What follows belongs to an exercise in optimizing a design on an open flow for small area; a production flow would make more cautious choices.
Function was checked by simulation only, so behaviour that the tests miss may differ from the original.

==> v38 <==
// btb_predictor
module btb_predictor
#(
  parameter int ENTRIES = 32
) (
  input  logic        gated_clock_PC,
  input  logic        rst,
  input  logic [31:0] fetch_pc,
  output logic        pred_taken,
  output logic [31:0] pred_target,
  input  logic        upd_valid,
  input  logic [31:0] upd_pc,
  input  logic        upd_taken,
  input  logic [31:0] upd_target,
  input  logic        upd_mispredict,
  input  logic        btb_clear,
  output logic [15:0] mispred_cnt
);
==> module btb_predictor, before the edit <==
module btb_predictor
#(
  parameter int ENTRIES = 32
) (
  input  logic        gated_clock_PC,
  input  logic        rst,
  input  logic [31:0] fetch_pc,
  output logic        pred_taken,
  output logic [31:0] pred_target,
  input  logic        upd_valid,
  input  logic [31:0] upd_pc,
  input  logic        upd_taken,
  input  logic [31:0] upd_target,
  input  logic        upd_mispredict,
  input  logic        btb_clear,
  output logic [15:0] mispred_cnt
);
  localparam int IDX_W = $clog2(ENTRIES);
  localparam int TAG_W = 30 - IDX_W;
  logic [ENTRIES-1:0]             valid_q;
  logic [ENTRIES-1:0][TAG_W-1:0]  tag_q;
  logic [ENTRIES-1:0][31:0]       target_q;
  logic [ENTRIES-1:0][1:0]        ctr_q;
  logic [15:0]                    mispred_cnt_q;
  logic [31:0] f_idx_w, f_tag_w, u_idx_w, u_tag_w;
  logic [IDX_W-1:0] f_idx, u_idx;
  logic [TAG_W-1:0] f_tag, u_tag;
  logic f_hit, u_hit;
  logic [1:0] ctr_nxt;
  logic unused_bits;
  assign f_idx_w = btb_pkg::pc_idx(fetch_pc, IDX_W);
  assign f_tag_w = btb_pkg::pc_tag(fetch_pc, IDX_W);
  assign u_idx_w = btb_pkg::pc_idx(upd_pc, IDX_W);
  assign u_tag_w = btb_pkg::pc_tag(upd_pc, IDX_W);
  assign f_idx   = f_idx_w[IDX_W-1:0];
  assign f_tag   = f_tag_w[TAG_W-1:0];
  assign u_idx   = u_idx_w[IDX_W-1:0];
  assign u_tag   = u_tag_w[TAG_W-1:0];
  assign unused_bits = ^{f_idx_w[31:IDX_W], f_tag_w[31:TAG_W], u_idx_w[31:IDX_W], u_tag_w[31:TAG_W]};
  assign f_hit       = valid_q[f_idx] && (tag_q[f_idx] == f_tag);
  assign u_hit       = valid_q[u_idx] && (tag_q[u_idx] == u_tag);
  assign pred_taken  = f_hit & ctr_q[f_idx][1];
  assign pred_target = f_hit ? target_q[f_idx] : 32'd0;
  assign mispred_cnt = mispred_cnt_q;
  sat_ctr2 u_sat_ctr2 (
    .ctr    (ctr_q[u_idx]),
    .taken  (upd_taken),
    .ctr_nxt(ctr_nxt)
  );
  always_ff @(posedge gated_clock_PC or posedge rst) begin
    if (rst) begin
      valid_q       <= '0;
      tag_q         <= '0;
      target_q      <= '0;
      ctr_q         <= {ENTRIES{btb_pkg::CTR_RESET}};
      mispred_cnt_q <= '0;
    end else begin
      if (upd_valid && upd_mispredict && (mispred_cnt_q != 16'hFFFF))
        mispred_cnt_q <= mispred_cnt_q + 16'd1;
      if (btb_clear) begin
        valid_q <= '0;
      end else if (upd_valid) begin
        if (u_hit) begin
          ctr_q[u_idx] <= ctr_nxt;
          if (upd_taken) target_q[u_idx] <= upd_target;
        end else if (upd_taken) begin
          valid_q[u_idx]  <= 1'b1;
          tag_q[u_idx]    <= u_tag;
          target_q[u_idx] <= upd_target;
          ctr_q[u_idx]    <= btb_pkg::CTR_ALLOC;
        end
      end
    end
  end
endmodule
Settings: LEC_CHECK=0, CAP_MARGIN=20, CORE_MARGIN=2, CORE_UTILIZATION=40, SLEW_MARGIN=20; clock period 10.0 ns.
run.sh (not shown) runs the stock make flow with config.mk's settings and CLKGATE_MAP_FILE= SYNTH_SCRIPT=/design/flow/synth_recipe.tcl, a recipe that flattens the netlist after the stock synthesis.
==> inputs of v15, as changes to v38 <==
==> flow/design.v (replaced) <==
package btb_pkg;
  localparam logic [1:0] CTR_SNT   = 2'b00;
  localparam logic [1:0] CTR_WNT   = 2'b01;
  localparam logic [1:0] CTR_WT    = 2'b10;
  localparam logic [1:0] CTR_ST    = 2'b11;
  localparam logic [1:0] CTR_RESET = CTR_WNT;
  localparam logic [1:0] CTR_ALLOC = CTR_WT;
  function automatic logic [31:0] pc_idx(input logic [31:0] pc, input int idx_w);
    logic [31:0] mask;
    mask = (32'd1 << idx_w) - 32'd1;
    pc_idx = (pc >> 2) & mask;
  endfunction
  function automatic logic [31:0] pc_tag(input logic [31:0] pc, input int idx_w);
    pc_tag = pc >> (idx_w + 2);
  endfunction
endpackage
module sat_ctr2
(
  input  logic [1:0] ctr,
  input  logic       taken,
  output logic [1:0] ctr_nxt
);
  always_comb begin
    ctr_nxt = ctr;
    if (taken) begin
      if (ctr != btb_pkg::CTR_ST) ctr_nxt = ctr + 2'd1;
    end else begin
      if (ctr != btb_pkg::CTR_SNT) ctr_nxt = ctr - 2'd1;
    end
  end
endmodule
module btb_predictor (
  input  logic        gated_clock_PC,
  input  logic        rst,
  input  logic [31:0] fetch_pc,
  output logic        pred_taken,
  output logic [31:0] pred_target,
  input  logic        upd_valid,
  input  logic [31:0] upd_pc,
  input  logic        upd_taken,
  input  logic [31:0] upd_target,
  input  logic        upd_mispredict,
  input  logic        btb_clear,
  output logic [15:0] mispred_cnt
);
  localparam int ENTRIES = 32;
  localparam int TAG_W   = 25;
  logic [ENTRIES-1:0] valid_q;
  logic [TAG_W-1:0]   tag_q    [ENTRIES];
  logic [31:0]        target_q [ENTRIES];
  logic [1:0]         ctr_q    [ENTRIES];
  logic [15:0]        mispred_cnt_q;
  logic [4:0]       f_idx, u_idx;
  logic [TAG_W-1:0] f_tag, u_tag;
  assign f_idx = fetch_pc[6:2];
  assign f_tag = fetch_pc[31:7];
  assign u_idx = upd_pc[6:2];
  assign u_tag = upd_pc[31:7];
  logic [ENTRIES-1:0] f_sel, u_sel;
  always_comb begin
    for (int i = 0; i < ENTRIES; i++) begin
      f_sel[i] = (f_idx == i[4:0]);
      u_sel[i] = (u_idx == i[4:0]);
    end
  end
  logic             f_v, u_v, f_c1;
  logic [TAG_W-1:0] f_t, u_t;
  logic [31:0]      f_tg;
  logic [1:0]       u_c;
  always_comb begin
    f_v = 1'b0; u_v = 1'b0; f_c1 = 1'b0;
    f_t = '0; u_t = '0; f_tg = '0; u_c = '0;
    for (int i = 0; i < ENTRIES; i++) begin
      f_v  = f_v  | (f_sel[i] & valid_q[i]);
      f_t  = f_t  | ({TAG_W{f_sel[i]}} & tag_q[i]);
      f_tg = f_tg | ({32{f_sel[i]}} & target_q[i]);
      f_c1 = f_c1 | (f_sel[i] & ctr_q[i][1]);
      u_v  = u_v  | (u_sel[i] & valid_q[i]);
      u_t  = u_t  | ({TAG_W{u_sel[i]}} & tag_q[i]);
      u_c  = u_c  | ({2{u_sel[i]}} & ctr_q[i]);
    end
  end
  logic f_hit, u_hit;
  assign f_hit       = f_v & (f_t == f_tag);
  assign u_hit       = u_v & (u_t == u_tag);
  assign pred_taken  = f_hit & f_c1;
  assign pred_target = f_tg & {32{f_hit}};
  assign mispred_cnt = mispred_cnt_q;
  logic [1:0] ctr_sat, ctr_new;
  sat_ctr2 u_sat_ctr2 (
    .ctr    (u_c),
    .taken  (upd_taken),
    .ctr_nxt(ctr_sat)
  );
  assign ctr_new = u_hit ? ctr_sat : btb_pkg::CTR_ALLOC;
  logic wr_t, wr_c;
  assign wr_t = upd_valid & ~btb_clear & upd_taken;
  assign wr_c = upd_valid & ~btb_clear & (upd_taken | u_hit);
  always_ff @(posedge gated_clock_PC or posedge rst) begin
    if (rst) begin
      valid_q       <= '0;
      mispred_cnt_q <= '0;
    end else begin
      if (upd_valid && upd_mispredict && (mispred_cnt_q != 16'hFFFF))
        mispred_cnt_q <= mispred_cnt_q + 16'd1;
      if (btb_clear)
        valid_q <= '0;
      else if (wr_t)
        valid_q[u_idx] <= 1'b1;
    end
  end
  always_ff @(posedge gated_clock_PC) begin
    for (int i = 0; i < ENTRIES; i++) begin
      if (wr_t && u_sel[i]) begin
        tag_q[i]    <= u_tag;
        target_q[i] <= upd_target;
      end
      if (wr_c && u_sel[i])
        ctr_q[i] <= ctr_new;
    end
  end
endmodule
==> notes.md <==
                                                                                                 v15                       v38
Result of the run                                                           finished with violations            finished clean
Reasons for failing layout checks                                               negative setup slack                         -
Total area of multi-input combinational cells                                              20100 um2                 42400 um2
Launch point of the worst reg-to-reg path                                              tag_q[17][24]                tag_q[765]
Worst-path cell with the longest stage delay                        sky130_fd_sc_hd__clkdlybuf4s50_1    sky130_fd_sc_hd__buf_4
Count of non-filler cells in the finished layout                                                8218                      9863
Fraction of standard cell area that is sequential                                              62.6%                     45.8%
Core region area                                                                          197000 um2                235000 um2
Fraction of layout instances using a drive strength above 1                                    17.0%                     25.5%
Highest achievable clock rate                                                             0.0991 GHz                 0.112 GHz
Fraction of the mapped netlist area in compound gates                                          14.0%                     16.8%
Endpoint of the worst register-to-register path                                          ctr_q[4][1]                tag_q[456]
Hold Path Origin                                                                   mispred_cnt_q[13]                 ctr_q[34]
Min Hold Slack                                                                                502 ps                    470 ps
Multi-input logic portion of the cell area                                                     21.8%                     40.1%
Logic depth of the worst register-to-register path                                                10                        11
Post-synthesis adder-cell area fraction                                                       0.111%                    0.114%
Number of nets in the layout                                                                    5501                      6649
Portion of synthesized cell area occupied by the leading cell type                             71.7%                     50.5%
Violation count after the first detailed-routing iteration                                     12000                      9657
Detailed placement HPWL                                                                    218000 um                 198000 um
Mean Syn Cell Area                                                                          15.6 um2                  14.0 um2
Post-route clock period utilization                                                             101%                     89.7%
Yosys warnings                                                                                     5                         2
Predominant post-synthesis flop cell                                       sky130_fd_sc_hd__edfxtp_1  sky130_fd_sc_hd__dfrtp_1
Wire length of the first global-routing pass                                               494000 um                 517000 um
Clock network share of area                                                                    6.77%                     6.57%

==> separate check: timing with driven ports <==
The flow's constraints put no driver on any port. The routed layouts listed below were extracted and timed again, unchanged, in two steps.
Step 1 assumes that a clkbuf_16 drives the clock port and a buf_2 every other input.
Step 2 adds t to the input delays and takes it off the output delays; t is the mean of the earliest and latest rising clock arrival at the registers after step 1. Input paths then give back, and output paths get back, about the clock's delay inside the block.
Slacks: ideal ports / drivers / drivers and shift; pairs: ideal ports / drivers.
| run | shift t [ns] | setup slack, ns | clock arrival spread, ns | worst register clock-pin slew, ns | cell pins on the clock port's net |
|---|---|---|---|---|---|
| v38 | 0.962 | 1.034 / 0.982 / 0.982 | 0.049 / 0.049 | 0.07 / 0.07 | 1 |
| v15 | 0.935 | -0.086 / -0.108 / -0.108 | 0.055 / 0.055 | 0.07 / 0.07 | 1 |
The setup slack of v38, which loses most, moves by -0.052 ns with the drivers and by -0.052 ns with both steps.
